This is an optimization exercise on Yosys and OpenROAD, whose aim is small area, a short achievable clock period and few clock cycles per item, not a production implementation.
Only simulation tests tie the RTL to the original design; equivalence was not proved.

Design zprize_mul_col_acc, start of the top module:
module zprize_mul_col_acc
#(
    parameter int unsigned W  = zprize_mul_pkg::OP_W,
    parameter int unsigned LW = zprize_mul_pkg::LIMB_W,
    parameter int unsigned NL = zprize_mul_pkg::N_LIMBS,
    parameter int unsigned CW = zprize_mul_pkg::COL_W,
    parameter int unsigned M  = zprize_mul_pkg::META_W,
    parameter int unsigned CI = zprize_mul_pkg::clog2(2 * NL)
) (
    input  logic                  clk,
    input  logic                  rst,
    input  logic                  in_valid,
    input  logic [2*LW-1:0]       in_prod,
    input  logic [CI-1:0]         in_col,
    input  logic                  in_first,
    input  logic                  in_last,
    input  logic [M-1:0]          in_m,
    output logic                  in_ready,
    output logic                  out_valid,
    input  logic                  out_ready,
    output logic [2*W-1:0]        out_prod,
    output logic [M-1:0]          out_m,
    output logic                  err
);
Size: ~7300 cells after synthesis, ~1400 flip-flops.
==> module zprize_mul_col_acc, before the edit <==
module zprize_mul_col_acc
#(
    parameter int unsigned W  = zprize_mul_pkg::OP_W,
    parameter int unsigned LW = zprize_mul_pkg::LIMB_W,
    parameter int unsigned NL = zprize_mul_pkg::N_LIMBS,
    parameter int unsigned CW = zprize_mul_pkg::COL_W,
    parameter int unsigned M  = zprize_mul_pkg::META_W,
    parameter int unsigned CI = zprize_mul_pkg::clog2(2 * NL)
) (
    input  logic                  clk,
    input  logic                  rst,
    input  logic                  in_valid,
    input  logic [2*LW-1:0]       in_prod,
    input  logic [CI-1:0]         in_col,
    input  logic                  in_first,
    input  logic                  in_last,
    input  logic [M-1:0]          in_m,
    output logic                  in_ready,
    output logic                  out_valid,
    input  logic                  out_ready,
    output logic [2*W-1:0]        out_prod,
    output logic [M-1:0]          out_m,
    output logic                  err
);
    localparam int unsigned NC = 2 * NL;
    localparam int unsigned HW = CW - LW;                  
    localparam int unsigned TW = 2 * W - (NC - 1) * LW;    
    localparam int unsigned K  = zprize_mul_pkg::CHUNK_W;  
    function automatic logic cut(input int unsigned i);
        cut = (i == LW) || (i < LW && (i % K) == 0);
    endfunction
    function automatic int unsigned cwid(input int unsigned c);
        cwid = (c == NC - 1) ? TW : CW;
    endfunction
    logic [CW-1:0]   col_q [NC];
    logic [CW-1:0]   kq    [NC];      
    logic [NC-1:0]   sel_q;           
    logic            keep_q;          
    logic [2*LW-1:0] prod_q;          
    logic            last_q;          
    logic            acc_q;           
    logic            flush_q, norm_q;
    logic            in_ready_q, out_valid_q, err_q;
    logic [M-1:0]    m_q;
    logic            take, col_ok, beat, busy, anyk, big;
    logic [LW-1:0]   ev, od;
    always_comb begin
        take   = in_valid && in_ready_q;
        col_ok = in_col <= CI'(NC - 2);
        beat   = take && col_ok;
        ev     = prod_q[LW-1:0];
        od     = prod_q[2*LW-1:LW];
        busy   = 1'b0;
        anyk   = 1'b0;
        big    = 1'b0;
        for (int unsigned c = 0; c < NC; c++) begin
            busy = busy | (|kq[c]);
            anyk = anyk | (|kq[c]);
            if (c < NC - 1) begin
                busy = busy | (|col_q[c][CW-1:LW]);
                big  = big | (&col_q[c][CW-1:CW-4]);
            end
        end
    end
    always_ff @(posedge clk) begin
        if (!rst) begin
            sel_q       <= '0;
            keep_q      <= 1'b1;
            last_q      <= 1'b0;
            acc_q       <= 1'b0;
            flush_q     <= 1'b0;
            norm_q      <= 1'b0;
            in_ready_q  <= 1'b1;
            out_valid_q <= 1'b0;
            err_q       <= 1'b0;
        end else begin
            for (int unsigned c = 0; c < NC; c++)
                sel_q[c] <= beat && (in_col == CI'(c) || (c > 0 && in_col == CI'(c - 1)));
            keep_q  <= !(beat && in_first);
            last_q  <= beat && in_last;
            if ((in_valid && !in_ready_q) || (take && !col_ok) || (beat && !in_first && !acc_q))
                err_q <= 1'b1;
            if (beat) acc_q <= !in_last;
            if (beat && in_last) in_ready_q <= 1'b0;
            flush_q <= (last_q && big) || (flush_q && anyk);
            if ((last_q && !big) || (flush_q && !anyk)) norm_q <= 1'b1;
            if (norm_q && !busy) begin
                norm_q      <= 1'b0;
                out_valid_q <= 1'b1;
            end
            if (out_valid_q && out_ready) begin
                out_valid_q <= 1'b0;
                in_ready_q  <= 1'b1;
            end
        end
    end
    always_ff @(posedge clk) begin
        prod_q <= in_col[0] ? {in_prod[LW-1:0], in_prod[2*LW-1:LW]} : in_prod;
        if (beat && in_last) m_q <= in_m;
    end
    logic [CW-1:0] base  [NC];
    logic [CW-1:0] add   [NC];
    logic [CW-1:0] col_d [NC];
    logic [CW-1:0] kd    [NC];
    logic [NC-1:0] thru;          
    logic [NC-1:0] thru_q;        
    logic [NC-1:0] thru_d;        
    logic [NC-1:0] hin0;          
    logic [NC-1:0] mv_q;          
    logic [NC-1:0] mv_d;          
    logic          enter;         
    always_comb begin
        for (int unsigned c = 0; c < NC; c++) begin
            logic          cy, ci;
            logic [HW-1:0] hin;
            logic [CW-1:0] low;
            hin  = mv_q[c] ? col_q[c-1][CW-1:LW] : '0;
            low  = '0;
            for (int unsigned i = 0; i < cwid(c) && i < LW; i++) low[i] = 1'b1;
            hin0[c]   = hin[0];
            thru[c]   = thru_q[c];
            thru_d[c] = norm_q && ((col_q[c] & low) == low) && !(|(kq[c] & low)) && hin == '0
                        && !(c > 0 && kq[c-1][LW] && thru[c-1] && hin0[c-1]);
            base[c] = keep_q ? col_q[c] : '0;
            if (c < NC - 1 && mv_q[c+1]) base[c][CW-1:LW] = '0;
            add[c] = '0;
            if (sel_q[c]) add[c][LW-1:0] = (c % 2 == 0) ? ev : od;
            add[c][HW-1:1] = add[c][HW-1:1] | hin[HW-1:1];
            if (c < NC - 1) add[c][LW] = kq[c][LW];
            kd[c] = '0;
            cy    = 1'b0;
            for (int unsigned i = 0; i < cwid(c); i++) begin
                logic a, b;
                if (i == 0)       ci = hin[0];
                else if (i == LW) ci = thru[c] && hin[0];
                else if (cut(i)) begin
                    ci       = thru[c] ? hin[0] : kq[c][i];
                    kd[c][i] = cy && !thru[c];
                end else          ci = cy;
                if (i == LW) kd[c][i] = cy && !thru[c];
                a = base[c][i];
                b = (i <= LW) ? add[c][i] : 1'b0;
                {cy, col_d[c][i]} = {1'b0, a} + {1'b0, b} + {1'b0, ci};
            end
            for (int unsigned i = cwid(c); i < CW; i++) col_d[c][i] = 1'b0;
        end
        enter = (last_q && !big) || (flush_q && !anyk);
        mv_d  = '0;
        for (int unsigned c = 1; c < NC; c++)
            mv_d[c] = enter || (norm_q && (kq[c-1][LW] || (thru[c-1] && hin0[c-1])));
    end
    always_ff @(posedge clk) begin
        for (int unsigned c = 0; c < NC; c++) begin
            col_q[c] <= col_d[c];
            kq[c]    <= (rst && beat && in_first) ? '0 : kd[c];
        end
        thru_q <= rst ? thru_d : '0;
        mv_q   <= rst ? mv_d : '0;
    end
    always_comb begin
        for (int unsigned c = 0; c < NC - 1; c++) out_prod[c*LW +: LW] = col_q[c][LW-1:0];
        out_prod[(NC-1)*LW +: TW] = col_q[NC-1][TW-1:0];
    end
    assign in_ready  = in_ready_q;
    assign out_valid = out_valid_q;
    assign out_m     = m_q;
    assign err       = err_q;
endmodule
export LEC_CHECK = 0
export CAP_MARGIN = 20
export CORE_MARGIN = 2
export CORE_UTILIZATION = 55
export CTS_CLUSTER_DIAMETER = 70
export CTS_CLUSTER_SIZE = 25
export SETUP_SLACK_MARGIN = 5.0
export SLEW_MARGIN = 20
create_clock -name core_clock -period 8.0 [get_ports {clk}]
standard.sh (not shown) runs the stock make flow with config.mk's settings and CLKGATE_MAP_FILE= SYNTH_SCRIPT=/design/flow/synth_recipe.tcl, a recipe that flattens the netlist after the stock synthesis.
==> flow/flow/run.sh <==
#!/bin/bash
# The standard layout (the standard.sh, unchanged synthesis and steps),
# with plain sky130 buffers instead of delay cells as the port buffers.
# The make output goes to standard_flow.log; each ORFS step keeps its own
# log under orfs/logs.
set -euo pipefail
export BUFFER_PORTS_ARGS="-buffer_cell sky130_fd_sc_hd__buf_2"
bash standard.sh > standard_flow.log 2>&1
Testbench counts at the start, summed over its fixed seeds: cycles 22,705, items 96.
==> next run, changes <==
--- a/flow/design.v
+++ b/flow/design.v
@@ -138,60 +138,52 @@
     logic [CW-1:0] kd    [NC];
     logic [NC-1:0] thru;          
     logic [NC-1:0] thru_q;        
     logic [NC-1:0] thru_d;        
     logic [NC-1:0] hin0;          
-    logic [NC-1:0] mv_q;          
-    logic [NC-1:0] mv_d;          
-    logic          enter;         
     always_comb begin
         for (int unsigned c = 0; c < NC; c++) begin
             logic          cy, ci;
             logic [HW-1:0] hin;
             logic [CW-1:0] low;
-            hin  = mv_q[c] ? col_q[c-1][CW-1:LW] : '0;
+            hin  = (c > 0 && norm_q) ? col_q[c-1][CW-1:LW] : '0;
             low  = '0;
             for (int unsigned i = 0; i < cwid(c) && i < LW; i++) low[i] = 1'b1;
             hin0[c]   = hin[0];
             thru[c]   = thru_q[c];
             thru_d[c] = norm_q && ((col_q[c] & low) == low) && !(|(kq[c] & low)) && hin == '0
                         && !(c > 0 && kq[c-1][LW] && thru[c-1] && hin0[c-1]);
             base[c] = keep_q ? col_q[c] : '0;
-            if (c < NC - 1 && mv_q[c+1]) base[c][CW-1:LW] = '0;
+            if (norm_q && c < NC - 1) base[c][CW-1:LW] = '0;
             add[c] = '0;
             if (sel_q[c]) add[c][LW-1:0] = (c % 2 == 0) ? ev : od;
             add[c][HW-1:1] = add[c][HW-1:1] | hin[HW-1:1];
-            if (c < NC - 1) add[c][LW] = kq[c][LW];
+            if (c < NC - 1) add[c][LW] = kq[c][LW] && keep_q;
             kd[c] = '0;
             cy    = 1'b0;
             for (int unsigned i = 0; i < cwid(c); i++) begin
                 logic a, b;
                 if (i == 0)       ci = hin[0];
                 else if (i == LW) ci = thru[c] && hin[0];
                 else if (cut(i)) begin
-                    ci       = thru[c] ? hin[0] : kq[c][i];
+                    ci       = thru[c] ? hin[0] : (kq[c][i] && keep_q);
                     kd[c][i] = cy && !thru[c];
                 end else          ci = cy;
                 if (i == LW) kd[c][i] = cy && !thru[c];
                 a = base[c][i];
                 b = (i <= LW) ? add[c][i] : 1'b0;
                 {cy, col_d[c][i]} = {1'b0, a} + {1'b0, b} + {1'b0, ci};
             end
             for (int unsigned i = cwid(c); i < CW; i++) col_d[c][i] = 1'b0;
         end
-        enter = (last_q && !big) || (flush_q && !anyk);
-        mv_d  = '0;
-        for (int unsigned c = 1; c < NC; c++)
-            mv_d[c] = enter || (norm_q && (kq[c-1][LW] || (thru[c-1] && hin0[c-1])));
     end
     always_ff @(posedge clk) begin
         for (int unsigned c = 0; c < NC; c++) begin
             col_q[c] <= col_d[c];
-            kq[c]    <= (rst && beat && in_first) ? '0 : kd[c];
+            kq[c]    <= kd[c];
         end
         thru_q <= rst ? thru_d : '0;
-        mv_q   <= rst ? mv_d : '0;
     end
     always_comb begin
         for (int unsigned c = 0; c < NC - 1; c++) out_prod[c*LW +: LW] = col_q[c][LW-1:0];
         out_prod[(NC-1)*LW +: TW] = col_q[NC-1][TW-1:0];
     end
Die area came out lower by 0.99%.
Wire length barely changes.
Final cell count came out lower by 1.3%.
Design area came out lower by 1.5%.
Register-to-register slack got worse by 30 ps.
Testbench counts after the change, summed over its fixed seeds: cycles 22,705, items 96.

## re-timing with driven ports
No port has a modelled driver above. Below, the same layouts with a new extraction and two added sets of constraints.
Step 1 (the two cells are an assumption about what drives the block):
set clk [get_ports {clk}]
set_driving_cell -lib_cell sky130_fd_sc_hd__clkbuf_16 $clk
set_driving_cell -lib_cell sky130_fd_sc_hd__buf_2 [delete_from_list [all_inputs] $clk]
Step 2 times the ports against the registers' clock, not the clock port: input delays grow and output delays shrink by t, the midpoint of the rising clock arrivals with the driver on.
Three values: no drivers, after step 1, after step 2; two values: the first two.
| run | t, ns | slack for setup (ns) | latest minus earliest clock arrival (ns) | slew at the worst register clock pin (ns) |
|---|---|---|---|---|
| the first run | 0.792 | 4.966 / 4.933 / 4.194 | 0.032 / 0.033 | 0.10 / 0.10 |
| the second run | 0.812 | 4.937 / 4.934 / 4.154 | 0.036 / 0.037 | 0.10 / 0.10 |
After both steps every run listed still meets setup and hold. For the second run, which loses most, drivers alone change the setup slack by -0.003 ns; drivers and shift together by -0.783 ns.
